This is an optimization exercise on Yosys and OpenROAD, whose aim is small area, a short achievable clock period and few clock cycles per item, not a production implementation.
In this exercise RTL edits were held to simulation tests only and were not proved equivalent to the original.
No activity file was given, so power comes from the tool's default toggle rates.

<file path="standard.sh">
#!/bin/bash
# synth_recipe.tcl (not shown) runs the flow's synth.tcl, then flattens the netlist and writes it again
# the make line also repeats each setting of config.mk as NAME=value (left out here)
make -C /OpenROAD-flow-scripts/flow DESIGN_CONFIG=/design/flow/config.mk WORK_HOME=/design/flow/orfs CLKGATE_MAP_FILE= SYNTH_SCRIPT=/design/flow/synth_recipe.tcl "${@:-finish}"
</file>
<file path="constraint.sdc">
create_clock -name core_clock -period 5.0 [get_ports {clk}]
set_input_delay 1.0000 -clock core_clock [delete_from_list [all_inputs] [get_ports {clk}]]
set_output_delay 1.0000 -clock core_clock [all_outputs]
set_load 0.01 [all_outputs]
</file>
<file path="config.mk">
export PLATFORM = sky130hd
export DESIGN_NAME = dot_engine_top
export DESIGN_NICKNAME = dot_engine_top
export VERILOG_FILES = /design/flow/design.v
export SDC_FILE = /design/flow/constraint.sdc
export NUM_CORES = 4
export LEC_CHECK = 0
export ABC_AREA = 1
export CAP_MARGIN = 20
export CORE_MARGIN = 2
export CORE_UTILIZATION = 65
export CTS_CLUSTER_DIAMETER = 80
export CTS_CLUSTER_SIZE = 30
export SETUP_SLACK_MARGIN = 2.35
export SLEW_MARGIN = 20
</file>
<file path="flow/run.sh">
#!/bin/bash
# The standard layout (the standard.sh), except that the buffers that
# buffer_ports puts on every input and output port are buf_1 cells; the
# resizer sizes them up where timing needs it.
set -euo pipefail
bash standard.sh "BUFFER_PORTS_ARGS=-buffer_cell sky130_fd_sc_hd__buf_1" finish > flow_standard.log 2>&1
</file>
<file path="design.v">
`default_nettype none
package dot_pkg;
  localparam int N_LANES = 4;
  localparam int LANE_W = 8;
  localparam int WORD_W = N_LANES * LANE_W;
  localparam int RES_W = 32;
  localparam int ACC_W = 22;
  localparam int SUM_W = 18;
  localparam int WORD_OFFSET = -87040;
  localparam int VEC_DEPTH = 16;
  localparam int ADDR_W = 4;
endpackage
`default_nettype wire
`default_nettype none
module dp_unit (
  input wire logic clk,
  input wire logic [31:0] act_data,
  input wire logic [31:0] w_word,
  input wire logic enc_load,
  input wire logic cut_vld,
  output logic [17:0] x_out,
  output logic [17:0] y_out
);
  logic [31:0] w_q;
  always_ff @(posedge clk) begin
    if (enc_load) begin
      w_q <= w_word;
    end
  end
  logic [3:0][3:0] one_q;
  logic [3:0][3:0] two_q;
  logic [3:0][3:0] neg_q;
  for (genvar i = 0; i < 4; i++) begin : g_enc_lane
    for (genvar k = 0; k < 4; k++) begin : g_enc_digit
      logic b2, b1, b0;
      assign b2 = w_q[i*8 + 2*k + 1];
      assign b1 = w_q[i*8 + 2*k];
      if (k == 0) begin : g_lsb
        assign b0 = 1'b0;
      end else begin : g_mid
        assign b0 = w_q[i*8 + 2*k - 1];
      end
      assign one_q[i][k] = b1 ^ b0;
      assign two_q[i][k] = (b2 & ~b1 & ~b0) | (~b2 & b1 & b0);
      assign neg_q[i][k] = b2;
    end
  end
  logic [3:0][2:0] ncnt;
  for (genvar k = 0; k < 4; k++) begin : g_ncnt
    assign ncnt[k] = 3'(neg_q[0][k]) + 3'(neg_q[1][k]) + 3'(neg_q[2][k]) + 3'(neg_q[3][k]);
  end
  logic [3:0][3:0][8:0] pp;
  for (genvar i = 0; i < 4; i++) begin : g_pp_lane
    logic [8:0] a1, a2;
    assign a1 = {act_data[i*8 + 7], act_data[i*8 +: 8]};
    assign a2 = {act_data[i*8 +: 8], 1'b0};
    for (genvar k = 0; k < 4; k++) begin : g_pp_digit
      assign pp[i][k] = ({9{one_q[i][k]}} & a1 | {9{two_q[i][k]}} & a2) ^ {9{neg_q[i][k]}};
    end
  end
  logic sb0_1;
  logic cb0_2;
  logic sb0_3;
  logic cb0_4;
  logic sb0_5;
  logic cb0_6;
  logic sb0_7;
  logic cb0_8;
  logic sb0_9;
  logic cb0_10;
  logic sb0_11;
  logic cb0_12;
  logic sb0_13;
  logic cb0_14;
  logic sb0_15;
  logic cb0_16;
  logic sb0_17;
  logic cb0_18;
  logic sb0_19;
  logic cb0_20;
  logic sb0_21;
  logic cb0_22;
  logic sb0_23;
  logic cb0_24;
  logic sb0_25;
  logic cb0_26;
  logic sb0_27;
  logic cb0_28;
  logic sb0_29;
  logic cb0_30;
  logic sb0_31;
  logic cb0_32;
  logic sb0_33;
  logic cb0_34;
  logic sb0_35;
  logic cb0_36;
  logic sb0_37;
  logic cb0_38;
  logic sb0_39;
  logic cb0_40;
  logic sb0_41;
  logic cb0_42;
  logic sb0_43;
  logic cb0_44;
  logic sb0_45;
  logic cb0_46;
  logic sb0_47;
  logic cb0_48;
  logic sb0_49;
  logic cb0_50;
  logic sb0_51;
  logic cb0_52;
  logic sb0_53;
  logic cb0_54;
  logic sb0_55;
  logic cb0_56;
  logic sb0_57;
  logic cb0_58;
  logic sb0_59;
  logic cb0_60;
  logic sb0_61;
  logic cb0_62;
  logic sb0_63;
  logic cb0_64;
  logic sb0_65;
  logic cb0_66;
  logic sb0_67;
  logic cb0_68;
  logic sb0_69;
  logic cb0_70;
  logic sb0_71;
  logic cb0_72;
  logic sb0_73;
  logic cb0_74;
  logic sb0_75;
  logic cb0_76;
  logic sb0_77;
  logic cb0_78;
  logic sb0_79;
  logic cb0_80;
  logic sb0_81;
  logic cb0_82;
  logic sb0_83;
  logic cb0_84;
  logic sb0_85;
  logic cb0_86;
  logic sb1_87;
  logic cb1_88;
  logic sb1_89;
  logic cb1_90;
  logic sb1_91;
  logic cb1_92;
  logic sb1_93;
  logic cb1_94;
  logic sb1_95;
  logic cb1_96;
  logic sb1_97;
  logic cb1_98;
  logic sb1_99;
  logic cb1_100;
  logic sb1_101;
  logic cb1_102;
  logic sb1_103;
  logic cb1_104;
  logic sb1_105;
  logic cb1_106;
  logic sb1_107;
  logic cb1_108;
  logic sb1_109;
  logic cb1_110;
  logic sb1_111;
  logic cb1_112;
  logic sb1_113;
  logic cb1_114;
  logic sb1_115;
  logic cb1_116;
  logic sb1_117;
  logic cb1_118;
  logic sb1_119;
  logic cb1_120;
  logic sb1_121;
  logic cb1_122;
  logic sb1_123;
  logic cb1_124;
  logic sb1_125;
  logic cb1_126;
  logic sb1_127;
  logic cb1_128;
  logic sb1_129;
  logic cb1_130;
  logic sb1_131;
  logic cb1_132;
  logic sb1_133;
  logic cb1_134;
  logic sb1_135;
  logic cb1_136;
  logic sb1_137;
  logic cb1_138;
  logic sb1_139;
  logic cb1_140;
  logic sb1_141;
  logic cb1_142;
  logic sb1_143;
  logic cb1_144;
  logic sb1_145;
  logic cb1_146;
  logic sb1_147;
  logic cb1_148;
  logic sb1_149;
  logic cb1_150;
  logic sb1_151;
  logic cb1_152;
  logic sb1_153;
  logic cb1_154;
  logic sc0_155;
  logic cc0_156;
  logic sc0_157;
  logic cc0_158;
  logic sc0_159;
  logic cc0_160;
  logic sc0_161;
  logic cc0_162;
  logic sc0_163;
  logic cc0_164;
  logic sc0_165;
  logic cc0_166;
  logic sc0_167;
  logic cc0_168;
  logic sc0_169;
  logic cc0_170;
  logic sc0_171;
  logic cc0_172;
  logic sc0_173;
  logic cc0_174;
  logic sc1_175;
  logic cc1_176;
  logic sc1_177;
  logic cc1_178;
  logic sc1_179;
  logic cc1_180;
  logic sc1_181;
  logic cc1_182;
  logic sc1_183;
  logic cc1_184;
  logic sc1_185;
  logic cc1_186;
  logic sc1_187;
  logic cc1_188;
  logic sc1_189;
  logic cc1_190;
  logic sc1_191;
  logic cc1_192;
  logic sc1_193;
  logic cc1_194;
  logic sc1_195;
  logic cc1_196;
  logic sc1_197;
  logic cc1_198;
  logic sc1_199;
  logic cc1_200;
  logic sc1_201;
  logic cc1_202;
  logic sc1_203;
  logic cc1_204;
  logic sc1_205;
  logic cc1_206;
  logic sc1_207;
  logic cc1_208;
  logic sc1_209;
  logic cc1_210;
  logic sc1_211;
  logic cc1_212;
  logic sc1_213;
  logic cc1_214;
  logic sc2_215;
  logic cc2_216;
  logic sc2_217;
  logic cc2_218;
  logic sc2_219;
  logic cc2_220;
  logic sc2_221;
  logic cc2_222;
  logic sc2_223;
  logic cc2_224;
  logic sc2_225;
  logic cc2_226;
  logic sc2_227;
  logic cc2_228;
  logic sc2_229;
  logic cc2_230;
  logic sc2_231;
  logic cc2_232;
  logic sc2_233;
  logic cc2_234;
  logic sc2_235;
  logic cc2_236;
  logic sc2_237;
  logic cc2_238;
  logic sc2_239;
  logic cc2_240;
  logic sc3_241;
  logic cc3_242;
  logic sc3_243;
  logic cc3_244;
  logic sc3_245;
  logic cc3_246;
  logic sc3_247;
  logic cc3_248;
  logic sc3_249;
  logic cc3_250;
  logic sc3_251;
  logic cc3_252;
  logic sc3_253;
  logic cc3_254;
  logic sc3_255;
  logic cc3_256;
  logic sc3_257;
  logic cc3_258;
  logic sc3_259;
  logic cc3_260;
  logic sc3_261;
  logic cc3_262;
  logic sc3_263;
  logic cc3_264;
  logic sc3_265;
  logic cc3_266;
  logic sc3_267;
  logic cc3_268;
  logic sc3_269;
  logic cc3_270;
  assign sb0_1 = pp[0][0][0] ^ pp[1][0][0] ^ pp[2][0][0];
  assign cb0_2 = (pp[0][0][0] & pp[1][0][0]) | (pp[0][0][0] & pp[2][0][0]) | (pp[1][0][0] & pp[2][0][0]);
  assign sb0_3 = pp[0][0][1] ^ pp[1][0][1] ^ pp[2][0][1];
  assign cb0_4 = (pp[0][0][1] & pp[1][0][1]) | (pp[0][0][1] & pp[2][0][1]) | (pp[1][0][1] & pp[2][0][1]);
  assign sb0_5 = pp[0][0][2] ^ pp[0][1][0] ^ pp[1][0][2];
  assign cb0_6 = (pp[0][0][2] & pp[0][1][0]) | (pp[0][0][2] & pp[1][0][2]) | (pp[0][1][0] & pp[1][0][2]);
  assign sb0_7 = pp[1][1][0] ^ pp[2][0][2] ^ pp[2][1][0];
  assign cb0_8 = (pp[1][1][0] & pp[2][0][2]) | (pp[1][1][0] & pp[2][1][0]) | (pp[2][0][2] & pp[2][1][0]);
  assign sb0_9 = pp[0][0][3] ^ pp[0][1][1] ^ pp[1][0][3];
  assign cb0_10 = (pp[0][0][3] & pp[0][1][1]) | (pp[0][0][3] & pp[1][0][3]) | (pp[0][1][1] & pp[1][0][3]);
  assign sb0_11 = pp[1][1][1] ^ pp[2][0][3] ^ pp[2][1][1];
  assign cb0_12 = (pp[1][1][1] & pp[2][0][3]) | (pp[1][1][1] & pp[2][1][1]) | (pp[2][0][3] & pp[2][1][1]);
  assign sb0_13 = pp[0][0][4] ^ pp[0][1][2] ^ pp[0][2][0];
  assign cb0_14 = (pp[0][0][4] & pp[0][1][2]) | (pp[0][0][4] & pp[0][2][0]) | (pp[0][1][2] & pp[0][2][0]);
  assign sb0_15 = pp[1][0][4] ^ pp[1][1][2] ^ pp[1][2][0];
  assign cb0_16 = (pp[1][0][4] & pp[1][1][2]) | (pp[1][0][4] & pp[1][2][0]) | (pp[1][1][2] & pp[1][2][0]);
  assign sb0_17 = pp[2][0][4] ^ pp[2][1][2] ^ pp[2][2][0];
  assign cb0_18 = (pp[2][0][4] & pp[2][1][2]) | (pp[2][0][4] & pp[2][2][0]) | (pp[2][1][2] & pp[2][2][0]);
  assign sb0_19 = pp[3][0][4] ^ pp[3][1][2] ^ pp[3][2][0];
  assign cb0_20 = (pp[3][0][4] & pp[3][1][2]) | (pp[3][0][4] & pp[3][2][0]) | (pp[3][1][2] & pp[3][2][0]);
  assign sb0_21 = pp[0][0][5] ^ pp[0][1][3] ^ pp[0][2][1];
  assign cb0_22 = (pp[0][0][5] & pp[0][1][3]) | (pp[0][0][5] & pp[0][2][1]) | (pp[0][1][3] & pp[0][2][1]);
  assign sb0_23 = pp[1][0][5] ^ pp[1][1][3] ^ pp[1][2][1];
  assign cb0_24 = (pp[1][0][5] & pp[1][1][3]) | (pp[1][0][5] & pp[1][2][1]) | (pp[1][1][3] & pp[1][2][1]);
  assign sb0_25 = pp[2][0][5] ^ pp[2][1][3] ^ pp[2][2][1];
  assign cb0_26 = (pp[2][0][5] & pp[2][1][3]) | (pp[2][0][5] & pp[2][2][1]) | (pp[2][1][3] & pp[2][2][1]);
  assign sb0_27 = pp[3][0][5] ^ pp[3][1][3] ^ pp[3][2][1];
  assign cb0_28 = (pp[3][0][5] & pp[3][1][3]) | (pp[3][0][5] & pp[3][2][1]) | (pp[3][1][3] & pp[3][2][1]);
  assign sb0_29 = pp[0][0][6] ^ pp[0][1][4] ^ pp[0][2][2];
  assign cb0_30 = (pp[0][0][6] & pp[0][1][4]) | (pp[0][0][6] & pp[0][2][2]) | (pp[0][1][4] & pp[0][2][2]);
  assign sb0_31 = pp[0][3][0] ^ pp[1][0][6] ^ pp[1][1][4];
  assign cb0_32 = (pp[0][3][0] & pp[1][0][6]) | (pp[0][3][0] & pp[1][1][4]) | (pp[1][0][6] & pp[1][1][4]);
  assign sb0_33 = pp[1][2][2] ^ pp[1][3][0] ^ pp[2][0][6];
  assign cb0_34 = (pp[1][2][2] & pp[1][3][0]) | (pp[1][2][2] & pp[2][0][6]) | (pp[1][3][0] & pp[2][0][6]);
  assign sb0_35 = pp[2][1][4] ^ pp[2][2][2] ^ pp[2][3][0];
  assign cb0_36 = (pp[2][1][4] & pp[2][2][2]) | (pp[2][1][4] & pp[2][3][0]) | (pp[2][2][2] & pp[2][3][0]);
  assign sb0_37 = pp[3][0][6] ^ pp[3][1][4] ^ pp[3][2][2];
  assign cb0_38 = (pp[3][0][6] & pp[3][1][4]) | (pp[3][0][6] & pp[3][2][2]) | (pp[3][1][4] & pp[3][2][2]);
  assign sb0_39 = pp[0][0][7] ^ pp[0][1][5] ^ pp[0][2][3];
  assign cb0_40 = (pp[0][0][7] & pp[0][1][5]) | (pp[0][0][7] & pp[0][2][3]) | (pp[0][1][5] & pp[0][2][3]);
  assign sb0_41 = pp[0][3][1] ^ pp[1][0][7] ^ pp[1][1][5];
  assign cb0_42 = (pp[0][3][1] & pp[1][0][7]) | (pp[0][3][1] & pp[1][1][5]) | (pp[1][0][7] & pp[1][1][5]);
  assign sb0_43 = pp[1][2][3] ^ pp[1][3][1] ^ pp[2][0][7];
  assign cb0_44 = (pp[1][2][3] & pp[1][3][1]) | (pp[1][2][3] & pp[2][0][7]) | (pp[1][3][1] & pp[2][0][7]);
  assign sb0_45 = pp[2][1][5] ^ pp[2][2][3] ^ pp[2][3][1];
  assign cb0_46 = (pp[2][1][5] & pp[2][2][3]) | (pp[2][1][5] & pp[2][3][1]) | (pp[2][2][3] & pp[2][3][1]);
  assign sb0_47 = pp[3][0][7] ^ pp[3][1][5] ^ pp[3][2][3];
  assign cb0_48 = (pp[3][0][7] & pp[3][1][5]) | (pp[3][0][7] & pp[3][2][3]) | (pp[3][1][5] & pp[3][2][3]);
  assign sb0_49 = ~pp[0][0][8] ^ pp[0][1][6] ^ pp[0][2][4];
  assign cb0_50 = (~pp[0][0][8] & pp[0][1][6]) | (~pp[0][0][8] & pp[0][2][4]) | (pp[0][1][6] & pp[0][2][4]);
  assign sb0_51 = pp[0][3][2] ^ ~pp[1][0][8] ^ pp[1][1][6];
  assign cb0_52 = (pp[0][3][2] & ~pp[1][0][8]) | (pp[0][3][2] & pp[1][1][6]) | (~pp[1][0][8] & pp[1][1][6]);
  assign sb0_53 = pp[1][2][4] ^ pp[1][3][2] ^ ~pp[2][0][8];
  assign cb0_54 = (pp[1][2][4] & pp[1][3][2]) | (pp[1][2][4] & ~pp[2][0][8]) | (pp[1][3][2] & ~pp[2][0][8]);
  assign sb0_55 = pp[2][1][6] ^ pp[2][2][4] ^ pp[2][3][2];
  assign cb0_56 = (pp[2][1][6] & pp[2][2][4]) | (pp[2][1][6] & pp[2][3][2]) | (pp[2][2][4] & pp[2][3][2]);
  assign sb0_57 = ~pp[3][0][8] ^ pp[3][1][6] ^ pp[3][2][4];
  assign cb0_58 = (~pp[3][0][8] & pp[3][1][6]) | (~pp[3][0][8] & pp[3][2][4]) | (pp[3][1][6] & pp[3][2][4]);
  assign sb0_59 = pp[0][1][7] ^ pp[0][2][5] ^ pp[0][3][3];
  assign cb0_60 = (pp[0][1][7] & pp[0][2][5]) | (pp[0][1][7] & pp[0][3][3]) | (pp[0][2][5] & pp[0][3][3]);
  assign sb0_61 = pp[1][1][7] ^ pp[1][2][5] ^ pp[1][3][3];
  assign cb0_62 = (pp[1][1][7] & pp[1][2][5]) | (pp[1][1][7] & pp[1][3][3]) | (pp[1][2][5] & pp[1][3][3]);
  assign sb0_63 = pp[2][1][7] ^ pp[2][2][5] ^ pp[2][3][3];
  assign cb0_64 = (pp[2][1][7] & pp[2][2][5]) | (pp[2][1][7] & pp[2][3][3]) | (pp[2][2][5] & pp[2][3][3]);
  assign sb0_65 = pp[3][1][7] ^ pp[3][2][5] ^ pp[3][3][3];
  assign cb0_66 = (pp[3][1][7] & pp[3][2][5]) | (pp[3][1][7] & pp[3][3][3]) | (pp[3][2][5] & pp[3][3][3]);
  assign sb0_67 = ~pp[0][1][8] ^ pp[0][2][6] ^ pp[0][3][4];
  assign cb0_68 = (~pp[0][1][8] & pp[0][2][6]) | (~pp[0][1][8] & pp[0][3][4]) | (pp[0][2][6] & pp[0][3][4]);
  assign sb0_69 = ~pp[1][1][8] ^ pp[1][2][6] ^ pp[1][3][4];
  assign cb0_70 = (~pp[1][1][8] & pp[1][2][6]) | (~pp[1][1][8] & pp[1][3][4]) | (pp[1][2][6] & pp[1][3][4]);
  assign sb0_71 = ~pp[2][1][8] ^ pp[2][2][6] ^ pp[2][3][4];
  assign cb0_72 = (~pp[2][1][8] & pp[2][2][6]) | (~pp[2][1][8] & pp[2][3][4]) | (pp[2][2][6] & pp[2][3][4]);
  assign sb0_73 = ~pp[3][1][8] ^ pp[3][2][6] ^ pp[3][3][4];
  assign cb0_74 = (~pp[3][1][8] & pp[3][2][6]) | (~pp[3][1][8] & pp[3][3][4]) | (pp[3][2][6] & pp[3][3][4]);
  assign sb0_75 = pp[0][2][7] ^ pp[0][3][5] ^ pp[1][2][7];
  assign cb0_76 = (pp[0][2][7] & pp[0][3][5]) | (pp[0][2][7] & pp[1][2][7]) | (pp[0][3][5] & pp[1][2][7]);
  assign sb0_77 = pp[1][3][5] ^ pp[2][2][7] ^ pp[2][3][5];
  assign cb0_78 = (pp[1][3][5] & pp[2][2][7]) | (pp[1][3][5] & pp[2][3][5]) | (pp[2][2][7] & pp[2][3][5]);
  assign sb0_79 = ~pp[0][2][8] ^ pp[0][3][6] ^ ~pp[1][2][8];
  assign cb0_80 = (~pp[0][2][8] & pp[0][3][6]) | (~pp[0][2][8] & ~pp[1][2][8]) | (pp[0][3][6] & ~pp[1][2][8]);
  assign sb0_81 = pp[1][3][6] ^ ~pp[2][2][8] ^ pp[2][3][6];
  assign cb0_82 = (pp[1][3][6] & ~pp[2][2][8]) | (pp[1][3][6] & pp[2][3][6]) | (~pp[2][2][8] & pp[2][3][6]);
  assign sb0_83 = pp[0][3][7] ^ pp[1][3][7] ^ pp[2][3][7];
  assign cb0_84 = (pp[0][3][7] & pp[1][3][7]) | (pp[0][3][7] & pp[2][3][7]) | (pp[1][3][7] & pp[2][3][7]);
  assign sb0_85 = ~pp[0][3][8] ^ ~pp[1][3][8] ^ ~pp[2][3][8];
  assign cb0_86 = (~pp[0][3][8] & ~pp[1][3][8]) | (~pp[0][3][8] & ~pp[2][3][8]) | (~pp[1][3][8] & ~pp[2][3][8]);
  assign sb1_87 = pp[3][0][0] ^ sb0_1 ^ ncnt[0][0];
  assign cb1_88 = (pp[3][0][0] & sb0_1) | (pp[3][0][0] & ncnt[0][0]) | (sb0_1 & ncnt[0][0]);
  assign sb1_89 = pp[3][0][1] ^ cb0_2 ^ sb0_3;
  assign cb1_90 = (pp[3][0][1] & cb0_2) | (pp[3][0][1] & sb0_3) | (cb0_2 & sb0_3);
  assign sb1_91 = pp[3][0][2] ^ pp[3][1][0] ^ cb0_4;
  assign cb1_92 = (pp[3][0][2] & pp[3][1][0]) | (pp[3][0][2] & cb0_4) | (pp[3][1][0] & cb0_4);
  assign sb1_93 = sb0_5 ^ sb0_7 ^ ncnt[0][2];
  assign cb1_94 = (sb0_5 & sb0_7) | (sb0_5 & ncnt[0][2]) | (sb0_7 & ncnt[0][2]);
  assign sb1_95 = pp[3][0][3] ^ pp[3][1][1] ^ cb0_6;
  assign cb1_96 = (pp[3][0][3] & pp[3][1][1]) | (pp[3][0][3] & cb0_6) | (pp[3][1][1] & cb0_6);
  assign sb1_97 = cb0_8 ^ sb0_9 ^ sb0_11;
  assign cb1_98 = (cb0_8 & sb0_9) | (cb0_8 & sb0_11) | (sb0_9 & sb0_11);
  assign sb1_99 = cb0_10 ^ cb0_12 ^ sb0_13;
  assign cb1_100 = (cb0_10 & cb0_12) | (cb0_10 & sb0_13) | (cb0_12 & sb0_13);
  assign sb1_101 = sb0_15 ^ sb0_17 ^ sb0_19;
  assign cb1_102 = (sb0_15 & sb0_17) | (sb0_15 & sb0_19) | (sb0_17 & sb0_19);
  assign sb1_103 = cb0_14 ^ cb0_16 ^ cb0_18;
  assign cb1_104 = (cb0_14 & cb0_16) | (cb0_14 & cb0_18) | (cb0_16 & cb0_18);
  assign sb1_105 = cb0_20 ^ sb0_21 ^ sb0_23;
  assign cb1_106 = (cb0_20 & sb0_21) | (cb0_20 & sb0_23) | (sb0_21 & sb0_23);
  assign sb1_107 = sb0_25 ^ sb0_27 ^ ncnt[2][1];
  assign cb1_108 = (sb0_25 & sb0_27) | (sb0_25 & ncnt[2][1]) | (sb0_27 & ncnt[2][1]);
  assign sb1_109 = pp[3][3][0] ^ cb0_22 ^ cb0_24;
  assign cb1_110 = (pp[3][3][0] & cb0_22) | (pp[3][3][0] & cb0_24) | (cb0_22 & cb0_24);
  assign sb1_111 = cb0_26 ^ cb0_28 ^ sb0_29;
  assign cb1_112 = (cb0_26 & cb0_28) | (cb0_26 & sb0_29) | (cb0_28 & sb0_29);
  assign sb1_113 = sb0_31 ^ sb0_33 ^ sb0_35;
  assign cb1_114 = (sb0_31 & sb0_33) | (sb0_31 & sb0_35) | (sb0_33 & sb0_35);
  assign sb1_115 = sb0_37 ^ ncnt[2][2] ^ ncnt[3][0];
  assign cb1_116 = (sb0_37 & ncnt[2][2]) | (sb0_37 & ncnt[3][0]) | (ncnt[2][2] & ncnt[3][0]);
  assign sb1_117 = pp[3][3][1] ^ cb0_30 ^ cb0_32;
  assign cb1_118 = (pp[3][3][1] & cb0_30) | (pp[3][3][1] & cb0_32) | (cb0_30 & cb0_32);
  assign sb1_119 = cb0_34 ^ cb0_36 ^ cb0_38;
  assign cb1_120 = (cb0_34 & cb0_36) | (cb0_34 & cb0_38) | (cb0_36 & cb0_38);
  assign sb1_121 = sb0_39 ^ sb0_41 ^ sb0_43;
  assign cb1_122 = (sb0_39 & sb0_41) | (sb0_39 & sb0_43) | (sb0_41 & sb0_43);
  assign sb1_123 = sb0_45 ^ sb0_47 ^ ncnt[3][1];
  assign cb1_124 = (sb0_45 & sb0_47) | (sb0_45 & ncnt[3][1]) | (sb0_47 & ncnt[3][1]);
  assign sb1_125 = pp[3][3][2] ^ cb0_40 ^ cb0_42;
  assign cb1_126 = (pp[3][3][2] & cb0_40) | (pp[3][3][2] & cb0_42) | (cb0_40 & cb0_42);
  assign sb1_127 = cb0_44 ^ cb0_46 ^ cb0_48;
  assign cb1_128 = (cb0_44 & cb0_46) | (cb0_44 & cb0_48) | (cb0_46 & cb0_48);
  assign sb1_129 = sb0_49 ^ sb0_51 ^ sb0_53;
  assign cb1_130 = (sb0_49 & sb0_51) | (sb0_49 & sb0_53) | (sb0_51 & sb0_53);
  assign sb1_131 = sb0_55 ^ sb0_57 ^ ncnt[3][2];
  assign cb1_132 = (sb0_55 & sb0_57) | (sb0_55 & ncnt[3][2]) | (sb0_57 & ncnt[3][2]);
  assign sb1_133 = cb0_50 ^ cb0_52 ^ cb0_54;
  assign cb1_134 = (cb0_50 & cb0_52) | (cb0_50 & cb0_54) | (cb0_52 & cb0_54);
  assign sb1_135 = cb0_56 ^ cb0_58 ^ sb0_59;
  assign cb1_136 = (cb0_56 & cb0_58) | (cb0_56 & sb0_59) | (cb0_58 & sb0_59);
  assign sb1_137 = sb0_61 ^ sb0_63 ^ sb0_65;
  assign cb1_138 = (sb0_61 & sb0_63) | (sb0_61 & sb0_65) | (sb0_63 & sb0_65);
  assign sb1_139 = cb0_60 ^ cb0_62 ^ cb0_64;
  assign cb1_140 = (cb0_60 & cb0_62) | (cb0_60 & cb0_64) | (cb0_62 & cb0_64);
  assign sb1_141 = cb0_66 ^ sb0_67 ^ sb0_69;
  assign cb1_142 = (cb0_66 & sb0_67) | (cb0_66 & sb0_69) | (sb0_67 & sb0_69);
  assign sb1_143 = pp[3][2][7] ^ pp[3][3][5] ^ cb0_68;
  assign cb1_144 = (pp[3][2][7] & pp[3][3][5]) | (pp[3][2][7] & cb0_68) | (pp[3][3][5] & cb0_68);
  assign sb1_145 = cb0_70 ^ cb0_72 ^ cb0_74;
  assign cb1_146 = (cb0_70 & cb0_72) | (cb0_70 & cb0_74) | (cb0_72 & cb0_74);
  assign sb1_147 = ~pp[3][2][8] ^ pp[3][3][6] ^ cb0_76;
  assign cb1_148 = (~pp[3][2][8] & pp[3][3][6]) | (~pp[3][2][8] & cb0_76) | (pp[3][3][6] & cb0_76);
  assign sb1_149 = cb0_78 ^ sb0_79 ^ sb0_81;
  assign cb1_150 = (cb0_78 & sb0_79) | (cb0_78 & sb0_81) | (sb0_79 & sb0_81);
  assign sb1_151 = pp[3][3][7] ^ cb0_80 ^ cb0_82;
  assign cb1_152 = (pp[3][3][7] & cb0_80) | (pp[3][3][7] & cb0_82) | (cb0_80 & cb0_82);
  assign sb1_153 = ~pp[3][3][8] ^ cb0_84 ^ sb0_85;
  assign cb1_154 = (~pp[3][3][8] & cb0_84) | (~pp[3][3][8] & sb0_85) | (cb0_84 & sb0_85);
  assign sc0_155 = cut_q[24] ^ cut_q[25];
  assign cc0_156 = cut_q[24] & cut_q[25];
  assign sc0_157 = cut_q[31] ^ cut_q[32] ^ cut_q[33];
  assign cc0_158 = (cut_q[31] & cut_q[32]) | (cut_q[31] & cut_q[33]) | (cut_q[32] & cut_q[33]);
  assign sc0_159 = cut_q[34] ^ cut_q[35];
  assign cc0_160 = cut_q[34] & cut_q[35];
  assign sc0_161 = cut_q[39] ^ cut_q[40] ^ cut_q[41];
  assign cc0_162 = (cut_q[39] & cut_q[40]) | (cut_q[39] & cut_q[41]) | (cut_q[40] & cut_q[41]);
  assign sc0_163 = cut_q[42] ^ cut_q[43] ^ cut_q[44];
  assign cc0_164 = (cut_q[42] & cut_q[43]) | (cut_q[42] & cut_q[44]) | (cut_q[43] & cut_q[44]);
  assign sc0_165 = cut_q[47] ^ cut_q[48] ^ cut_q[49];
  assign cc0_166 = (cut_q[47] & cut_q[48]) | (cut_q[47] & cut_q[49]) | (cut_q[48] & cut_q[49]);
  assign sc0_167 = cut_q[50] ^ cut_q[51];
  assign cc0_168 = cut_q[50] & cut_q[51];
  assign sc0_169 = cut_q[54] ^ cut_q[55] ^ cut_q[56];
  assign cc0_170 = (cut_q[54] & cut_q[55]) | (cut_q[54] & cut_q[56]) | (cut_q[55] & cut_q[56]);
  assign sc0_171 = cut_q[57] ^ cut_q[58];
  assign cc0_172 = cut_q[57] & cut_q[58];
  assign sc0_173 = cut_q[61] ^ cut_q[62] ^ cut_q[63];
  assign cc0_174 = (cut_q[61] & cut_q[62]) | (cut_q[61] & cut_q[63]) | (cut_q[62] & cut_q[63]);
  assign sc1_175 = cut_q[8] ^ cut_q[9];
  assign cc1_176 = cut_q[8] & cut_q[9];
  assign sc1_177 = cut_q[13] ^ cut_q[14] ^ cut_q[15];
  assign cc1_178 = (cut_q[13] & cut_q[14]) | (cut_q[13] & cut_q[15]) | (cut_q[14] & cut_q[15]);
  assign sc1_179 = cut_q[16] ^ cut_q[17];
  assign cc1_180 = cut_q[16] & cut_q[17];
  assign sc1_181 = cut_q[19] ^ cut_q[20] ^ cut_q[21];
  assign cc1_182 = (cut_q[19] & cut_q[20]) | (cut_q[19] & cut_q[21]) | (cut_q[20] & cut_q[21]);
  assign sc1_183 = cut_q[22] ^ cut_q[23];
  assign cc1_184 = cut_q[22] & cut_q[23];
  assign sc1_185 = cut_q[26] ^ cut_q[27] ^ cut_q[28];
  assign cc1_186 = (cut_q[26] & cut_q[27]) | (cut_q[26] & cut_q[28]) | (cut_q[27] & cut_q[28]);
  assign sc1_187 = cut_q[29] ^ cut_q[30] ^ sc0_155;
  assign cc1_188 = (cut_q[29] & cut_q[30]) | (cut_q[29] & sc0_155) | (cut_q[30] & sc0_155);
  assign sc1_189 = cut_q[36] ^ cut_q[37] ^ cut_q[38];
  assign cc1_190 = (cut_q[36] & cut_q[37]) | (cut_q[36] & cut_q[38]) | (cut_q[37] & cut_q[38]);
  assign sc1_191 = cc0_156 ^ sc0_157 ^ sc0_159;
  assign cc1_192 = (cc0_156 & sc0_157) | (cc0_156 & sc0_159) | (sc0_157 & sc0_159);
  assign sc1_193 = cut_q[45] ^ cut_q[46] ^ cc0_158;
  assign cc1_194 = (cut_q[45] & cut_q[46]) | (cut_q[45] & cc0_158) | (cut_q[46] & cc0_158);
  assign sc1_195 = cc0_160 ^ sc0_161 ^ sc0_163;
  assign cc1_196 = (cc0_160 & sc0_161) | (cc0_160 & sc0_163) | (sc0_161 & sc0_163);
  assign sc1_197 = cut_q[52] ^ cut_q[53] ^ cc0_162;
  assign cc1_198 = (cut_q[52] & cut_q[53]) | (cut_q[52] & cc0_162) | (cut_q[53] & cc0_162);
  assign sc1_199 = cc0_164 ^ sc0_165 ^ sc0_167;
  assign cc1_200 = (cc0_164 & sc0_165) | (cc0_164 & sc0_167) | (sc0_165 & sc0_167);
  assign sc1_201 = cut_q[59] ^ cut_q[60] ^ cc0_166;
  assign cc1_202 = (cut_q[59] & cut_q[60]) | (cut_q[59] & cc0_166) | (cut_q[60] & cc0_166);
  assign sc1_203 = cc0_168 ^ sc0_169 ^ sc0_171;
  assign cc1_204 = (cc0_168 & sc0_169) | (cc0_168 & sc0_171) | (sc0_169 & sc0_171);
  assign sc1_205 = cut_q[64] ^ cut_q[65] ^ cut_q[66];
  assign cc1_206 = (cut_q[64] & cut_q[65]) | (cut_q[64] & cut_q[66]) | (cut_q[65] & cut_q[66]);
  assign sc1_207 = cc0_170 ^ cc0_172 ^ sc0_173;
  assign cc1_208 = (cc0_170 & cc0_172) | (cc0_170 & sc0_173) | (cc0_172 & sc0_173);
  assign sc1_209 = cut_q[67] ^ cut_q[68] ^ cut_q[69];
  assign cc1_210 = (cut_q[67] & cut_q[68]) | (cut_q[67] & cut_q[69]) | (cut_q[68] & cut_q[69]);
  assign sc1_211 = cut_q[70] ^ cc0_174;
  assign cc1_212 = cut_q[70] & cc0_174;
  assign sc1_213 = cut_q[71] ^ cut_q[72] ^ cut_q[73];
  assign cc1_214 = (cut_q[71] & cut_q[72]) | (cut_q[71] & cut_q[73]) | (cut_q[72] & cut_q[73]);
  assign sc2_215 = cut_q[4] ^ cut_q[5];
  assign cc2_216 = cut_q[4] & cut_q[5];
  assign sc2_217 = cut_q[10] ^ cut_q[11] ^ cut_q[12];
  assign cc2_218 = (cut_q[10] & cut_q[11]) | (cut_q[10] & cut_q[12]) | (cut_q[11] & cut_q[12]);
  assign sc2_219 = cut_q[18] ^ cc1_176 ^ sc1_177;
  assign cc2_220 = (cut_q[18] & cc1_176) | (cut_q[18] & sc1_177) | (cc1_176 & sc1_177);
  assign sc2_221 = cc1_178 ^ cc1_180 ^ sc1_181;
  assign cc2_222 = (cc1_178 & cc1_180) | (cc1_178 & sc1_181) | (cc1_180 & sc1_181);
  assign sc2_223 = cc1_182 ^ cc1_184 ^ sc1_185;
  assign cc2_224 = (cc1_182 & cc1_184) | (cc1_182 & sc1_185) | (cc1_184 & sc1_185);
  assign sc2_225 = cc1_186 ^ cc1_188 ^ sc1_189;
  assign cc2_226 = (cc1_186 & cc1_188) | (cc1_186 & sc1_189) | (cc1_188 & sc1_189);
  assign sc2_227 = cc1_190 ^ cc1_192 ^ sc1_193;
  assign cc2_228 = (cc1_190 & cc1_192) | (cc1_190 & sc1_193) | (cc1_192 & sc1_193);
  assign sc2_229 = cc1_194 ^ cc1_196 ^ sc1_197;
  assign cc2_230 = (cc1_194 & cc1_196) | (cc1_194 & sc1_197) | (cc1_196 & sc1_197);
  assign sc2_231 = cc1_198 ^ cc1_200 ^ sc1_201;
  assign cc2_232 = (cc1_198 & cc1_200) | (cc1_198 & sc1_201) | (cc1_200 & sc1_201);
  assign sc2_233 = cc1_202 ^ cc1_204 ^ sc1_205;
  assign cc2_234 = (cc1_202 & cc1_204) | (cc1_202 & sc1_205) | (cc1_204 & sc1_205);
  assign sc2_235 = cc1_206 ^ cc1_208 ^ sc1_209;
  assign cc2_236 = (cc1_206 & cc1_208) | (cc1_206 & sc1_209) | (cc1_208 & sc1_209);
  assign sc2_237 = cut_q[74] ^ cc1_210 ^ cc1_212;
  assign cc2_238 = (cut_q[74] & cc1_210) | (cut_q[74] & cc1_212) | (cc1_210 & cc1_212);
  assign sc2_239 = cut_q[75] ^ cut_q[76];
  assign cc2_240 = cut_q[75] & cut_q[76];
  assign sc3_241 = cut_q[1] ^ cut_q[2];
  assign cc3_242 = cut_q[1] & cut_q[2];
  assign sc3_243 = cut_q[6] ^ cut_q[7] ^ sc2_215;
  assign cc3_244 = (cut_q[6] & cut_q[7]) | (cut_q[6] & sc2_215) | (cut_q[7] & sc2_215);
  assign sc3_245 = sc1_175 ^ cc2_216 ^ sc2_217;
  assign cc3_246 = (sc1_175 & cc2_216) | (sc1_175 & sc2_217) | (cc2_216 & sc2_217);
  assign sc3_247 = sc1_179 ^ cc2_218 ^ sc2_219;
  assign cc3_248 = (sc1_179 & cc2_218) | (sc1_179 & sc2_219) | (cc2_218 & sc2_219);
  assign sc3_249 = sc1_183 ^ cc2_220 ^ sc2_221;
  assign cc3_250 = (sc1_183 & cc2_220) | (sc1_183 & sc2_221) | (cc2_220 & sc2_221);
  assign sc3_251 = sc1_187 ^ cc2_222 ^ sc2_223;
  assign cc3_252 = (sc1_187 & cc2_222) | (sc1_187 & sc2_223) | (cc2_222 & sc2_223);
  assign sc3_253 = sc1_191 ^ cc2_224 ^ sc2_225;
  assign cc3_254 = (sc1_191 & cc2_224) | (sc1_191 & sc2_225) | (cc2_224 & sc2_225);
  assign sc3_255 = sc1_195 ^ cc2_226 ^ sc2_227;
  assign cc3_256 = (sc1_195 & cc2_226) | (sc1_195 & sc2_227) | (cc2_226 & sc2_227);
  assign sc3_257 = sc1_199 ^ cc2_228 ^ sc2_229;
  assign cc3_258 = (sc1_199 & cc2_228) | (sc1_199 & sc2_229) | (cc2_228 & sc2_229);
  assign sc3_259 = sc1_203 ^ cc2_230 ^ sc2_231;
  assign cc3_260 = (sc1_203 & cc2_230) | (sc1_203 & sc2_231) | (cc2_230 & sc2_231);
  assign sc3_261 = sc1_207 ^ cc2_232 ^ sc2_233;
  assign cc3_262 = (sc1_207 & cc2_232) | (sc1_207 & sc2_233) | (cc2_232 & sc2_233);
  assign sc3_263 = sc1_211 ^ cc2_234 ^ sc2_235;
  assign cc3_264 = (sc1_211 & cc2_234) | (sc1_211 & sc2_235) | (cc2_234 & sc2_235);
  assign sc3_265 = sc1_213 ^ cc2_236 ^ sc2_237;
  assign cc3_266 = (sc1_213 & cc2_236) | (sc1_213 & sc2_237) | (cc2_236 & sc2_237);
  assign sc3_267 = cc1_214 ^ cc2_238 ^ sc2_239;
  assign cc3_268 = (cc1_214 & cc2_238) | (cc1_214 & sc2_239) | (cc2_238 & sc2_239);
  assign sc3_269 = cut_q[77] ^ cut_q[78] ^ cc2_240;
  assign cc3_270 = (cut_q[77] & cut_q[78]) | (cut_q[77] & cc2_240) | (cut_q[78] & cc2_240);
  logic [78:0] cut_q;
  logic [17:0] x_q;
  logic [17:0] y_q;
  always_ff @(posedge clk) begin
      cut_q[0] <= sb1_87;
      cut_q[1] <= ncnt[0][1];
      cut_q[2] <= cb1_88;
      cut_q[3] <= sb1_89;
      cut_q[4] <= ncnt[1][0];
      cut_q[5] <= cb1_90;
      cut_q[6] <= sb1_91;
      cut_q[7] <= sb1_93;
      cut_q[8] <= ncnt[1][1];
      cut_q[9] <= cb1_92;
      cut_q[10] <= cb1_94;
      cut_q[11] <= sb1_95;
      cut_q[12] <= sb1_97;
      cut_q[13] <= ncnt[1][2];
      cut_q[14] <= ncnt[2][0];
      cut_q[15] <= cb1_96;
      cut_q[16] <= cb1_98;
      cut_q[17] <= sb1_99;
      cut_q[18] <= sb1_101;
      cut_q[19] <= cb1_100;
      cut_q[20] <= cb1_102;
      cut_q[21] <= sb1_103;
      cut_q[22] <= sb1_105;
      cut_q[23] <= sb1_107;
      cut_q[24] <= cb1_104;
      cut_q[25] <= cb1_106;
      cut_q[26] <= cb1_108;
      cut_q[27] <= sb1_109;
      cut_q[28] <= sb1_111;
      cut_q[29] <= sb1_113;
      cut_q[30] <= sb1_115;
      cut_q[31] <= cb1_110;
      cut_q[32] <= cb1_112;
      cut_q[33] <= cb1_114;
      cut_q[34] <= cb1_116;
      cut_q[35] <= sb1_117;
      cut_q[36] <= sb1_119;
      cut_q[37] <= sb1_121;
      cut_q[38] <= sb1_123;
      cut_q[39] <= cb1_118;
      cut_q[40] <= cb1_120;
      cut_q[41] <= cb1_122;
      cut_q[42] <= cb1_124;
      cut_q[43] <= sb1_125;
      cut_q[44] <= sb1_127;
      cut_q[45] <= sb1_129;
      cut_q[46] <= sb1_131;
      cut_q[47] <= cb1_126;
      cut_q[48] <= cb1_128;
      cut_q[49] <= cb1_130;
      cut_q[50] <= cb1_132;
      cut_q[51] <= sb1_133;
      cut_q[52] <= sb1_135;
      cut_q[53] <= sb1_137;
      cut_q[54] <= sb0_71;
      cut_q[55] <= sb0_73;
      cut_q[56] <= cb1_134;
      cut_q[57] <= cb1_136;
      cut_q[58] <= cb1_138;
      cut_q[59] <= sb1_139;
      cut_q[60] <= sb1_141;
      cut_q[61] <= sb0_75;
      cut_q[62] <= sb0_77;
      cut_q[63] <= cb1_140;
      cut_q[64] <= cb1_142;
      cut_q[65] <= sb1_143;
      cut_q[66] <= sb1_145;
      cut_q[67] <= cb1_144;
      cut_q[68] <= cb1_146;
      cut_q[69] <= sb1_147;
      cut_q[70] <= sb1_149;
      cut_q[71] <= sb0_83;
      cut_q[72] <= cb1_148;
      cut_q[73] <= cb1_150;
      cut_q[74] <= sb1_151;
      cut_q[75] <= cb1_152;
      cut_q[76] <= sb1_153;
      cut_q[77] <= cb0_86;
      cut_q[78] <= cb1_154;
  end
  always_ff @(posedge clk) begin
      x_q[0] <= cut_vld & cut_q[0];
      x_q[1] <= cut_vld & cut_q[3];
      x_q[2] <= cut_vld & cc3_242;
      x_q[3] <= cut_vld & cc3_244;
      x_q[4] <= cut_vld & cc3_246;
      x_q[5] <= cut_vld & cc3_248;
      x_q[6] <= cut_vld & cc3_250;
      x_q[7] <= cut_vld & cc3_252;
      x_q[8] <= cut_vld & cc3_254;
      x_q[9] <= cut_vld & cc3_256;
      x_q[10] <= cut_vld & cc3_258;
      x_q[11] <= cut_vld & cc3_260;
      x_q[12] <= cut_vld & cc3_262;
      x_q[13] <= cut_vld & cc3_264;
      x_q[14] <= cut_vld & cc3_266;
      x_q[15] <= cut_vld & cc3_268;
      x_q[16] <= cut_vld & cc3_270;
      x_q[17] <= cut_vld & 1'b0;
      y_q[0] <= cut_vld & 1'b0;
      y_q[1] <= cut_vld & sc3_241;
      y_q[2] <= cut_vld & sc3_243;
      y_q[3] <= cut_vld & sc3_245;
      y_q[4] <= cut_vld & sc3_247;
      y_q[5] <= cut_vld & sc3_249;
      y_q[6] <= cut_vld & sc3_251;
      y_q[7] <= cut_vld & sc3_253;
      y_q[8] <= cut_vld & sc3_255;
      y_q[9] <= cut_vld & sc3_257;
      y_q[10] <= cut_vld & sc3_259;
      y_q[11] <= cut_vld & sc3_261;
      y_q[12] <= cut_vld & sc3_263;
      y_q[13] <= cut_vld & sc3_265;
      y_q[14] <= cut_vld & sc3_267;
      y_q[15] <= cut_vld & sc3_269;
      y_q[16] <= cut_vld & 1'b0;
      y_q[17] <= cut_vld & 1'b0;
  end
  assign x_out = x_q;
  assign y_out = y_q;
endmodule
`default_nettype wire
`default_nettype none
module weight_buffer (
  input wire logic clk,
  input wire logic wr_en,
  input wire logic [dot_pkg::ADDR_W-1:0] wr_addr,
  input wire logic [dot_pkg::WORD_W-1:0] wr_data,
  input wire logic [dot_pkg::VEC_DEPTH-1:0] rd_sel,
  output logic [dot_pkg::WORD_W-1:0] rd_data
);
  logic [dot_pkg::WORD_W-1:0] mem [dot_pkg::VEC_DEPTH];
  always_ff @(posedge clk) begin
    if (wr_en) begin
      mem[wr_addr] <= wr_data;
    end
  end
  always_comb begin
    rd_data = '0;
    for (int k = 0; k < dot_pkg::VEC_DEPTH; k++) begin
      rd_data = rd_data | (mem[k] & {dot_pkg::WORD_W{rd_sel[k]}});
    end
  end
endmodule
`default_nettype wire
`default_nettype none
module dot_accumulator (
  input wire logic clk,
  input wire logic clear,
  input wire logic [dot_pkg::ADDR_W-1:0] vec_last,
  input wire logic [dot_pkg::SUM_W-1:0] x_in,
  input wire logic [dot_pkg::SUM_W-1:0] y_in,
  output logic signed [dot_pkg::RES_W-1:0] acc
);
  logic [dot_pkg::ACC_W-1:0] acc_q;
  logic [dot_pkg::ACC_W-1:0] acc_init;
  logic [dot_pkg::ACC_W-1:0] x_ext;
  logic [dot_pkg::ACC_W-1:0] y_ext;
  logic [dot_pkg::ACC_W-1:0] s3;
  logic [dot_pkg::ACC_W-1:0] c3;
  assign acc = dot_pkg::RES_W'($signed(acc_q));
  always_comb begin
    acc_init = '0;
    for (int n = 0; n < dot_pkg::VEC_DEPTH; n++) begin
      if (vec_last == dot_pkg::ADDR_W'(n)) begin
        acc_init = dot_pkg::ACC_W'((n + 1) * dot_pkg::WORD_OFFSET);
      end
    end
  end
  assign x_ext = dot_pkg::ACC_W'(x_in);
  assign y_ext = dot_pkg::ACC_W'(y_in);
  assign s3 = acc_q ^ x_ext ^ y_ext;
  assign c3 = (acc_q & x_ext) | (acc_q & y_ext) | (x_ext & y_ext);
  logic [dot_pkg::ACC_W-1:0] pa;
  logic [dot_pkg::ACC_W-1:0] pb;
  logic [dot_pkg::ACC_W-1:0] sum;
  logic [dot_pkg::ACC_W-1:0] gen [6];
  logic [dot_pkg::ACC_W-1:0] prp [6];
  assign pa = s3;
  assign pb = {c3[dot_pkg::ACC_W-2:0], 1'b0};
  always_comb begin
    gen[0] = pa & pb;
    prp[0] = pa ^ pb;
    for (int l = 0; l < 5; l++) begin
      for (int i = 0; i < dot_pkg::ACC_W; i++) begin
        if (i >= (1 << l)) begin
          gen[l+1][i] = gen[l][i] | (prp[l][i] & gen[l][i - (1 << l)]);
          prp[l+1][i] = prp[l][i] & prp[l][i - (1 << l)];
        end else begin
          gen[l+1][i] = gen[l][i];
          prp[l+1][i] = prp[l][i];
        end
      end
    end
    sum = prp[0] ^ {gen[5][dot_pkg::ACC_W-2:0], 1'b0};
  end
  always_ff @(posedge clk) begin
    if (clear) begin
      acc_q <= acc_init;
    end else begin
      acc_q <= sum;
    end
  end
endmodule
`default_nettype wire
`default_nettype none
module dot_ctrl (
  input wire logic clk,
  input wire logic reset,
  input wire logic start,
  input wire logic [dot_pkg::ADDR_W-1:0] vec_last,
  input wire logic act_valid,
  input wire logic w_wr,
  input wire logic [dot_pkg::ADDR_W-1:0] w_addr,
  output logic busy,
  output logic done,
  output logic buf_wr_en,
  output logic [dot_pkg::VEC_DEPTH-1:0] rd_sel,
  output logic enc_load,
  output logic w0_bypass,
  output logic acc_clear,
  output logic cut_vld
);
  logic busy_q;
  logic strm_q;
  logic [dot_pkg::ADDR_W-1:0] cnt_q;
  logic [dot_pkg::ADDR_W-1:0] last_q;
  logic [dot_pkg::VEC_DEPTH-1:0] rsel_q;
  logic [dot_pkg::VEC_DEPTH-1:0] rsel_d;
  logic done_q;
  logic [1:0] vld_q;
  logic [1:0] fin_q;
  logic is_idle;
  logic accept;
  logic finish;
  logic is_last;
  assign is_idle = !busy_q;
  assign accept = act_valid && strm_q;
  assign finish = vld_q[1] && fin_q[1];
  assign busy = busy_q;
  assign done = done_q;
  assign buf_wr_en = w_wr && is_idle;
  assign rd_sel = rsel_q;
  assign enc_load = is_idle || accept;
  assign w0_bypass = is_idle && w_wr && (w_addr == '0);
  assign is_last = (cnt_q == last_q);
  assign acc_clear = start && is_idle;
  assign cut_vld = vld_q[0];
  always_comb begin
    rsel_d = rsel_q;
    if (is_idle) begin
      rsel_d = start ? dot_pkg::VEC_DEPTH'(2) : dot_pkg::VEC_DEPTH'(1);
    end else if (finish) begin
      rsel_d = dot_pkg::VEC_DEPTH'(1);
    end else if (accept) begin
      rsel_d = rsel_q << 1;
    end
  end
  always_ff @(posedge clk) begin
    if (reset) begin
      busy_q <= 1'b0;
      strm_q <= 1'b0;
      cnt_q <= '0;
      rsel_q <= dot_pkg::VEC_DEPTH'(1);
      last_q <= '0;
      done_q <= 1'b0;
      vld_q <= '0;
      fin_q <= '0;
    end else begin
      done_q <= finish;
      vld_q <= {vld_q[0], accept};
      fin_q <= {fin_q[0], accept && is_last};
      rsel_q <= rsel_d;
      if (is_idle) begin
        if (start) begin
          busy_q <= 1'b1;
          strm_q <= 1'b1;
          cnt_q <= '0;
          last_q <= vec_last;
        end
      end else begin
        if (accept) begin
          cnt_q <= cnt_q + 1'b1;
          if (is_last) begin
            strm_q <= 1'b0;
          end
        end
        if (finish) begin
          busy_q <= 1'b0;
        end
      end
    end
  end
endmodule
`default_nettype wire
`default_nettype none
module dot_engine_top (
  input wire logic clk,
  input wire logic reset,
  input wire logic w_wr,
  input wire logic [dot_pkg::ADDR_W-1:0] w_addr,
  input wire logic [dot_pkg::WORD_W-1:0] w_data,
  input wire logic start,
  input wire logic [dot_pkg::ADDR_W-1:0] vec_last,
  input wire logic act_valid,
  input wire logic [dot_pkg::WORD_W-1:0] act_data,
  output logic busy,
  output logic done,
  output logic signed [dot_pkg::RES_W-1:0] result
);
  logic buf_wr_en;
  logic [dot_pkg::VEC_DEPTH-1:0] rd_sel;
  logic [dot_pkg::WORD_W-1:0] rd_data;
  logic acc_clear;
  logic cut_vld;
  logic enc_load;
  logic w0_bypass;
  logic [dot_pkg::WORD_W-1:0] w_next;
  logic [dot_pkg::SUM_W-1:0] x_sum;
  logic [dot_pkg::SUM_W-1:0] y_sum;
  dot_ctrl dot_ctrl_i (
    .clk, .reset, .start, .vec_last, .act_valid, .w_wr, .w_addr,
    .busy, .done, .buf_wr_en, .rd_sel, .enc_load, .w0_bypass, .acc_clear, .cut_vld
  );
  weight_buffer weight_buffer_i (
    .clk, .wr_en(buf_wr_en), .wr_addr(w_addr), .wr_data(w_data),
    .rd_sel, .rd_data
  );
  assign w_next = w0_bypass ? w_data : rd_data;
  dp_unit dp_unit_i (
    .clk, .act_data, .w_word(w_next), .enc_load, .cut_vld, .x_out(x_sum), .y_out(y_sum)
  );
  dot_accumulator dot_accumulator_i (
    .clk, .clear(acc_clear), .vec_last, .x_in(x_sum), .y_in(y_sum), .acc(result)
  );
endmodule
`default_nettype wire
</file>
==> impl_metrics.json, run 1 <==
{
  "clockBufferDepth": 3,
  "startpoint_type": "flip-flop",
  "nets": 3080,
  "seq_area_frac_synth_pct": 61.40,
  "io_pins": 111,
  "max_slew.worst_pin.slew_ns": 1.150,
  "cp.depth": 8,
  "period_needed_ns": 2.620,
  "hold_depth": 2,
  "dieArea_sq_mm": 0.05095,
  "worstReg2RegStart": "dp_unit_i.w_q[1]$_DFFE_PN_",
  "cp_top_family": "adder cells",
  "synth-edff-count": 544,
  "vias_per_cell": 5.999,
  "endpoint_kind": "flip-flop",
  "worst_r2r_path_depth": 8,
  "synthToLayoutAreaGrowth_pct": 7.957,
  "p_leak_uw": 0.01324,
  "cp_max_fo": 12,
  "vias": 21050,
  "path_cells": "buf_6 -> inv_1 -> or2_2 -> o21ai_1 -> xor2_1 -> fa_1 -> inv_1 -> fa_1",
  "initial_core_util_pct": 65.54,
  "worstHoldEndpoint": "dot_ctrl_i.fin_q[1]$_SDFF_PP0_",
  "rsz0062_at_grt": "true",
  "fp-row-count": 81,
  "post_dp_cell_area_sq_mm": 0.03286,
  "hp-class": "flip-flop to flip-flop",
  "drive_above_1_share_pct": 7.711,
  "p_total_uw": 16000,
  "drt_iter0_markers": 2577,
  "ys_ff_latch": 708,
  "drv_slew": 0,
  "die_h_um": 225.7,
  "crit_path_top_delay_cell": "fa_1",
  "coreArea_sq_mm": 0.04875,
  "dr.pass1.iters": 6,
  "ys_types": 48,
  "most-common-layout-cells": "nand2_1 (742), edfxtp_1 (544), inv_1 (240)",
  "max_freq_mhz": 381.6,
  "synth_warnings": 6,
  "syn_area_per_cell_sq_um": 11.72,
  "finalSetupTns_ns": 0,
  "antenna_found_initial": 5,
  "relSlewSlack_pct": 23.36,
  "max_stage_delay_ns": 0.47,
  "cp.arrival_ns": 3.09,
  "clock-sinks": 708,
  "synth_fp_nets": 2986,
  "reg2reg_slack_ns": 2.38,
  "hold_path.startpoint": "dot_ctrl_i.fin_q[0]$_SDFF_PP0_",
  "power_density_mw_per_mm2": 463.8,
  "fin_skew_ns": 0.04139,
  "period_share_pct": 52.41,
  "htree_levels": 2,
  "finalHoldViolCount": 0,
  "path_class": "flip-flop to flip-flop",
  "wl_per_cell_um": 24.28,
  "ant_nets": 0,
  "async_flop_share_pct": 0,
  "first_global_vias": 20590,
  "r2r_end": "dp_unit_i.cut_q[3]$_DFF_P_",
  "drc_errors": 0,
  "crit_required_ns": 5.47,
  "clk_latency_ns": 0.60,
  "netlist_area_sq_mm": 0.03195,
  "design_area_sq_mm": 0.03449,
  "grt_util_all_layers_pct": 33.94,
  "place_ws_ns": 1.559,
  "cts-buffers-inserted": 35,
  "outcome": "no timing/DRC/antenna violations",
  "path_buf_inv": 3,
  "finalSetupViolations": 0,
  "finalWorstSetupSlack_ns": 2.380,
  "maxCapViolCount": 0,
  "grt_max_degree": 73,
  "yosys_most_used_dff": "edfxtp_1",
  "grt_pass1_wl_um": 125500,
  "peakVddDrop_uv": 464.9,
  "cts_tree": "done",
  "fp.dieW_um": 225.7,
  "place_hpwl_um": 55600,
  "synthCells": 2726,
  "root_buffer": "clkbuf_16",
  "final_common_cell": "nand2_1",
  "overflow": 0,
  "clkTransAtPathRegs_ns": 0.10,
  "hold_buffers": 0,
  "gp_congestion": 0.9643,
  "routed_wl_um": 85200,
  "final_core_util_pct": 70.76,
  "io_buffers": 110
}
power by group:
group,total (uW),leakage [uW],internal (uW),switching [uW]
Sequential,7240,0.00632,6890,344
Combinational,5320,0.00637,2080,3240
Clock,3440,0.000560,1490,1950
Total,16000,0.0132,10500,5530
worst max path at each step:
| stage | from | to | slack [ns] |
|---|---|---|---|
| after floorplan | w_addr[1] | weight_buffer_i.mem[10][0]$_DFFE_PP_ | 1.87 |
| after global placement | w_wr | dp_unit_i.w_q[27]$_DFFE_PN_ | 1.54 |
| after detailed placement | w_wr | dp_unit_i.w_q[27]$_DFFE_PN_ | 1.56 |
| after CTS | dp_unit_i.w_q[1]$_DFFE_PN_ | dp_unit_i.cut_q[3]$_DFF_P_ | 2.29 |
| after global routing | dp_unit_i.w_q[1]$_DFFE_PN_ | dp_unit_i.cut_q[3]$_DFF_P_ | 2.30 |
| final | dp_unit_i.w_q[1]$_DFFE_PN_ | dp_unit_i.cut_q[3]$_DFF_P_ | 2.38 |
state kept, by name, indices dropped and copies added, names as in the netlist:
register                 flops
dot_ctrl_i.vld_q             2
dp_unit_i.x_q               17
dot_ctrl_i.last_q            4
dot_ctrl_i.strm_q            1
dot_accumulator_i.acc_q     22
dp_unit_i.y_q               15
dp_unit_i.w_q               32
dp_unit_i.cut_q             79
weight_buffer_i.mem        512
dot_ctrl_i.done_q            1
dot_ctrl_i.rsel_q           16
dot_ctrl_i.fin_q             2
dot_ctrl_i.cnt_q             4
dot_ctrl_i.busy_q            1
synth_stat cells, drive strengths merged (2+ instances only):
library cell,count,share of area (%)
fa,144,9.0
xnor2,4,0.11
buf,83,1.6
o22ai,96,1.9
nand2,752,8.9
a211oi,8,0.19
or2,4,0.078
o211ai,7,0.16
a21oi,49,0.78
xor2,120,3.3
o21ai,68,1.1
a22o,4,0.11
a31oi,2,0.039
a221oi,66,1.8
nand4,78,1.5
clkbuf,32,0.38
a21boi,2,0.047
inv,260,3.1
ha,39,1.5
nor4,12,0.23
o21a,2,0.047
dfxtp,164,10
nand3b,5,0.12
nor3,5,0.078
clkinv,3,0.035
edfxtp,544,51
nand3,42,0.76
nor2,126,1.6
what timing repair did:
action	CTS	global route
pin swaps	2	14
setup endpoints to repair	66	91
buffers inserted	26	16
gates resized for setup	12	35
logic make-up (layout without fill, tap and decap cells):
group | Yosys count | after routing | synth area share, %
fa+ha+maj | 183 | 183 | 10.55
simple gates | 1027 | 1027 | 13.35
buf+inv | 378 | 492 | 5.063
compound gates | 306 | 306 | 6.234
flops | 708 | 708 | 61.40
other cells | 0 | 5 | 0
xor+xnor | 124 | 124 | 3.399
metrics by stage:
| stage | cells | hold slack, ns |
|---|---|---|
| 2_1_floorplan | 2726 | 0.3864 |
| 3_3_place_gp | 3404 | 0.3938 |
| 3_5_place_dp | 3405 | 0.3980 |
| 4_1_cts | 3488 | 0.4146 |
| 5_1_grt | 3508 | 0.4289 |
| 6_report | 3509 | 0.4122 |
layout make-up:
| cell class | count | area [sq um] |
|---|---|---|
| Antenna cell | 5 | 12.51 |
| Tap cell | 664 | 830.8 |
| Timing Repair Buffer | 172 | 913.4 |
| Fill cell | 3431 | 14250 |
| Inverter | 263 | 987.2 |
| Clock buffer | 41 | 898.4 |
| Sequential cell | 708 | 19650 |
| Multi-Input combinational cell | 1640 | 10920 |
| Clock inverter | 16 | 284.0 |
worst min-delay path: stages (launching register included):
cell,delay (ns)
dfxtp_1,0.31
inv_1,0.04
nor2_1,0.03
layer usage:
layer  GRT usage [%]  vias to the layer above  wire, um
met3           5.764                      165      7055
met4           14.59                        2      3288
met1           44.07                    10340     32240
met2           56.88                     1086     42600
li1                -                     9455         -
met5               0                        -        16
Testbench counts, summed over its fixed seeds: cycles 14,859, items 1,280.
==> run 2, diff against run 1 <==
--- a/design.v
+++ b/design.v
@@ -731,6 +731,7 @@
   input wire logic [dot_pkg::ADDR_W-1:0] wr_addr,
   input wire logic [dot_pkg::WORD_W-1:0] wr_data,
   input wire logic [dot_pkg::VEC_DEPTH-1:0] rd_sel,
+  input wire logic rd_bypass0,
   output logic [dot_pkg::WORD_W-1:0] rd_data
 );
   logic [dot_pkg::WORD_W-1:0] mem [dot_pkg::VEC_DEPTH];
@@ -739,9 +740,11 @@
       mem[wr_addr] <= wr_data;
     end
   end
+  logic [dot_pkg::WORD_W-1:0] word0;
+  assign word0 = rd_bypass0 ? wr_data : mem[0];
   always_comb begin
-    rd_data = '0;
-    for (int k = 0; k < dot_pkg::VEC_DEPTH; k++) begin
+    rd_data = word0 & {dot_pkg::WORD_W{rd_sel[0]}};
+    for (int k = 1; k < dot_pkg::VEC_DEPTH; k++) begin
       rd_data = rd_data | (mem[k] & {dot_pkg::WORD_W{rd_sel[k]}});
     end
   end
@@ -919,7 +922,6 @@
   logic cut_vld;
   logic enc_load;
   logic w0_bypass;
-  logic [dot_pkg::WORD_W-1:0] w_next;
   logic [dot_pkg::SUM_W-1:0] x_sum;
   logic [dot_pkg::SUM_W-1:0] y_sum;
   dot_ctrl dot_ctrl_i (
@@ -928,11 +930,10 @@
   );
   weight_buffer weight_buffer_i (
     .clk, .wr_en(buf_wr_en), .wr_addr(w_addr), .wr_data(w_data),
-    .rd_sel, .rd_data
+    .rd_sel, .rd_bypass0(w0_bypass), .rd_data
   );
-  assign w_next = w0_bypass ? w_data : rd_data;
   dp_unit dp_unit_i (
-    .clk, .act_data, .w_word(w_next), .enc_load, .cut_vld, .x_out(x_sum), .y_out(y_sum)
+    .clk, .act_data, .w_word(rd_data), .enc_load, .cut_vld, .x_out(x_sum), .y_out(y_sum)
   );
   dot_accumulator dot_accumulator_i (
     .clk, .clear(acc_clear), .vec_last, .x_in(x_sum), .y_in(y_sum), .acc(result)
==> run 2 against run 1 <==
Net effect: cell count shrank 2.5%; non-clock buffer count grew 4; hold slack is essentially flat; setup slack gained 0.041 ns; die area shrank 0.37%; synthesized cell count shrank 1.5%; first-iteration DRC count shrank 23%; power shrank 0.52%; still clean; sequential share of layout area shrank 0.079 points; largest power group unchanged; wire length shrank 5.4%.
==> impl_metrics.json, run 2 <==
{
  "rsz0062_at_grt": "true",
  "ant_nets": 0,
  "gp_congestion": 0.9363,
  "seq_area_sq_mm": 0.01963,
  "clockBufferDepth": 3,
  "synthToLayoutAreaGrowth_pct": 8.435,
  "r2r_end": "dp_unit_i.y_q[11]$_DFF_P_",
  "drive_above_1_share_pct": 7.179,
  "antenna_cells": 0,
  "ys_types": 43,
  "fp.dieW_um": 225.3,
  "crit_end": "dp_unit_i.cut_q[3]$_DFF_P_",
  "finalHoldViolCount": 0,
  "root_buffer": "clkbuf_16",
  "cp_max_fo": 5,
  "path_cells": "buf_1 -> inv_1 -> o21ai_0 -> xor2_1 -> fa_1 -> inv_1 -> fa_1",
  "holdWs_ns": 0.4119,
  "place_hpwl_um": 54670,
  "cp.arrival_ns": 3.03,
  "internal_power_uw": 10510,
  "comb_power_share_pct": 32.6,
  "crit_path_top_delay_cell": "fa_1",
  "cts-buffers-inserted": 36,
  "max_freq_mhz": 387.7,
  "outcome": "no timing/DRC/antenna violations",
  "peakVddDrop_uv": 525.6,
  "antenna_found_initial": 0,
  "wl_per_cell_um": 23.54,
  "die_h_um": 225.3,
  "finalSetupViolations": 0,
  "yosys.area.top_type": "edfxtp_1",
  "synthCells": 2685,
  "vias": 20730,
  "vias_per_cell": 6.057,
  "seqPwrFrac_pct": 45.4,
  "yosys.area.top_type_share_pct": 51.32,
  "cp.depth": 7,
  "ys_top_cells_by_count": "nand2_1 (631), edfxtp_1 (544), inv_1 (240)",
  "synth_top_family_by_area": "simple AND/OR/NAND/NOR gates",
  "yosys.area_share.simple_pct": 12.30,
  "overflow": 0,
  "max_stage_delay_ns": 0.49,
  "cp_top_family": "adder cells",
  "p_clk_share_pct": 22.0,
  "hp-class": "flip-flop to flip-flop",
  "multi_input_comb_area_sq_mm": 0.01089,
  "p_leak_uw": 0.01316,
  "startpoint_type": "input port",
  "endpoint_kind": "flip-flop",
  "grt_pass1_wl_um": 119600,
  "top_register": "weight_buffer_i.mem",
  "routed_wl_um": 80560,
  "grt_max_degree": 65,
  "yosys_most_used_dff": "edfxtp_1",
  "synth_compound_area_share_pct": 7.221,
  "grt_util_all_layers_pct": 32.27,
  "synthAdderAreaFrac_pct": 10.59,
  "ys_ff_latch": 708,
  "drt_iter0_markers": 1976,
  "fin_skew_ns": 0.03396,
  "ys_top_cells_by_area": "edfxtp_1 (51%), dfxtp_1 (10%), fa_1 (9.1%)",
  "io_pins": 111,
  "period_needed_ns": 2.580,
  "dieArea_sq_mm": 0.05076,
  "path_buf_inv": 3,
  "clkTransAtPathRegs_ns": 0.11,
  "relSlewSlack_pct": 36.56,
  "synth.area.mux_share_pct": 0,
  "netlist_area_sq_mm": 0.03183,
  "async_flop_share_pct": 0,
  "finalSetupTns_ns": 0,
  "seq_area_frac_synth_pct": 61.63,
  "period_share_pct": 51.59,
  "drc_errors": 0,
  "crit_path_start": "act_data[0]",
  "switching_share_pct": 33.96,
  "drv_slew": 0,
  "fp-row-count": 81,
  "reg2reg_slack_ns": 2.42,
  "synth_fp_nets": 2945,
  "clk_latency_ns": 0.59,
  "synth_warnings": 6,
  "fillers": 3410,
  "place_ws_ns": 1.585,
  "initial_core_util_pct": 65.43,
  "first_global_vias": 20110,
  "nets": 3044,
  "htree_levels": 2,
  "largest_reg_flops": 512,
  "synth_xor_area_share_pct": 3.412,
  "path_class": "input port to flip-flop",
  "final_common_cell": "nand2_1",
  "io_buffers": 110,
  "dr.pass1.iters": 6,
  "worstReg2RegStart": "dp_unit_i.cut_q[56]$_DFF_P_",
  "maxCapViolCount": 0,
  "worst_r2r_path_depth": 8,
  "crit_required_ns": 5.45,
  "synth-edff-count": 544,
  "top_regs": "weight_buffer_i.mem (512), dp_unit_i.cut_q (79), dp_unit_i.w_q (32)",
  "finalWorstSetupSlack_ns": 2.421,
  "coreArea_sq_mm": 0.04865
}
## run 2: kinds of logic after synthesis
logic type                 count (synthesis)
and+or+nand+nor                          939
adders and majority gates                183
buffers and inverters                    369
AOI/OAI and AO/OA                        362
DFF                                      708
xor gates and xnor gates                 124
## run 2: cell type report
class                           instances  area share [%]
Sequential cell                       708           56.87
Multi-Input combinational cell       1608           31.56
Timing Repair Buffer                  176           3.030
Inverter                              254           2.773
Clock buffer                           38           2.693
Tap cell                              622           2.255
Clock inverter                         16          0.8120
## run 2: worst reg2reg max path: cells and delay by family, from the launching register on
family,cells,cell delay [ns]
simple gates,1,0.05
fa+ha+maj,4,1.86
flops,1,0.38
buf+inv,3,0.19
## run 2: how the worst min path moves through the flow
| stage | startpoint | end | cells after the start |
|---|---|---|---|
| after floorplan | dp_unit_i.cut_q[0]$_DFF_P_ | dp_unit_i.x_q[0]$_DFF_P_ | 2 |
| after global placement | dot_ctrl_i.fin_q[0]$_SDFF_PP0_ | dot_ctrl_i.fin_q[1]$_SDFF_PP0_ | 2 |
| after detailed placement | dot_ctrl_i.fin_q[0]$_SDFF_PP0_ | dot_ctrl_i.fin_q[1]$_SDFF_PP0_ | 2 |
| after CTS | dot_ctrl_i.fin_q[0]$_SDFF_PP0_ | dot_ctrl_i.fin_q[1]$_SDFF_PP0_ | 2 |
| after global routing | dot_ctrl_i.fin_q[0]$_SDFF_PP0_ | dot_ctrl_i.fin_q[1]$_SDFF_PP0_ | 2 |
| final | dot_ctrl_i.fin_q[0]$_SDFF_PP0_ | dot_ctrl_i.fin_q[1]$_SDFF_PP0_ | 2 |
## run 2: metrics by stage
stage                     util [%]  std cells  total power (uW)  instance area [sq um]
after floorplan                  -       2685             10500                  31840
after global placement       67.31       3327             12390                  32750
after detailed placement     67.71       3335             12550                  32940
after CTS                    70.61       3411             16010                  34350
after global routing         70.95       3422             16860                  34520
final                        70.95       3422             15920                  34520
## run 2: power groups by stage
stage	combinational, uW	clock [uW]	sequential, uW
floorplan	3260	0	7230
global placement	4980	0	7410
detailed placement	5120	0	7420
CTS	5220	3540	7250
global route	5850	3740	7270
finish	5180	3500	7230
## run 2: metal layers
metal	track usage (%)	part of all wire, %	vias to the layer above
met4	17.30	6.0	0
met5	0	0	-
li1	-	-	9378
met2	53.62	49	947
met3	3.533	7.1	227
met1	42.31	38	10180
## run 2: timing repair
| item | in CTS | in global routing |
|---|---|---|
| buffers inserted | 22 | 11 |
| hold buffers | 0 | 0 |
| setup endpoints to repair | 62 | 53 |
| gates resized for setup | 11 | 32 |
| gates cloned | 0 | 0 |
| pin swaps | 0 | 10 |
Testbench counts of run 2, summed over its fixed seeds: cycles 14,859, items 1,280.
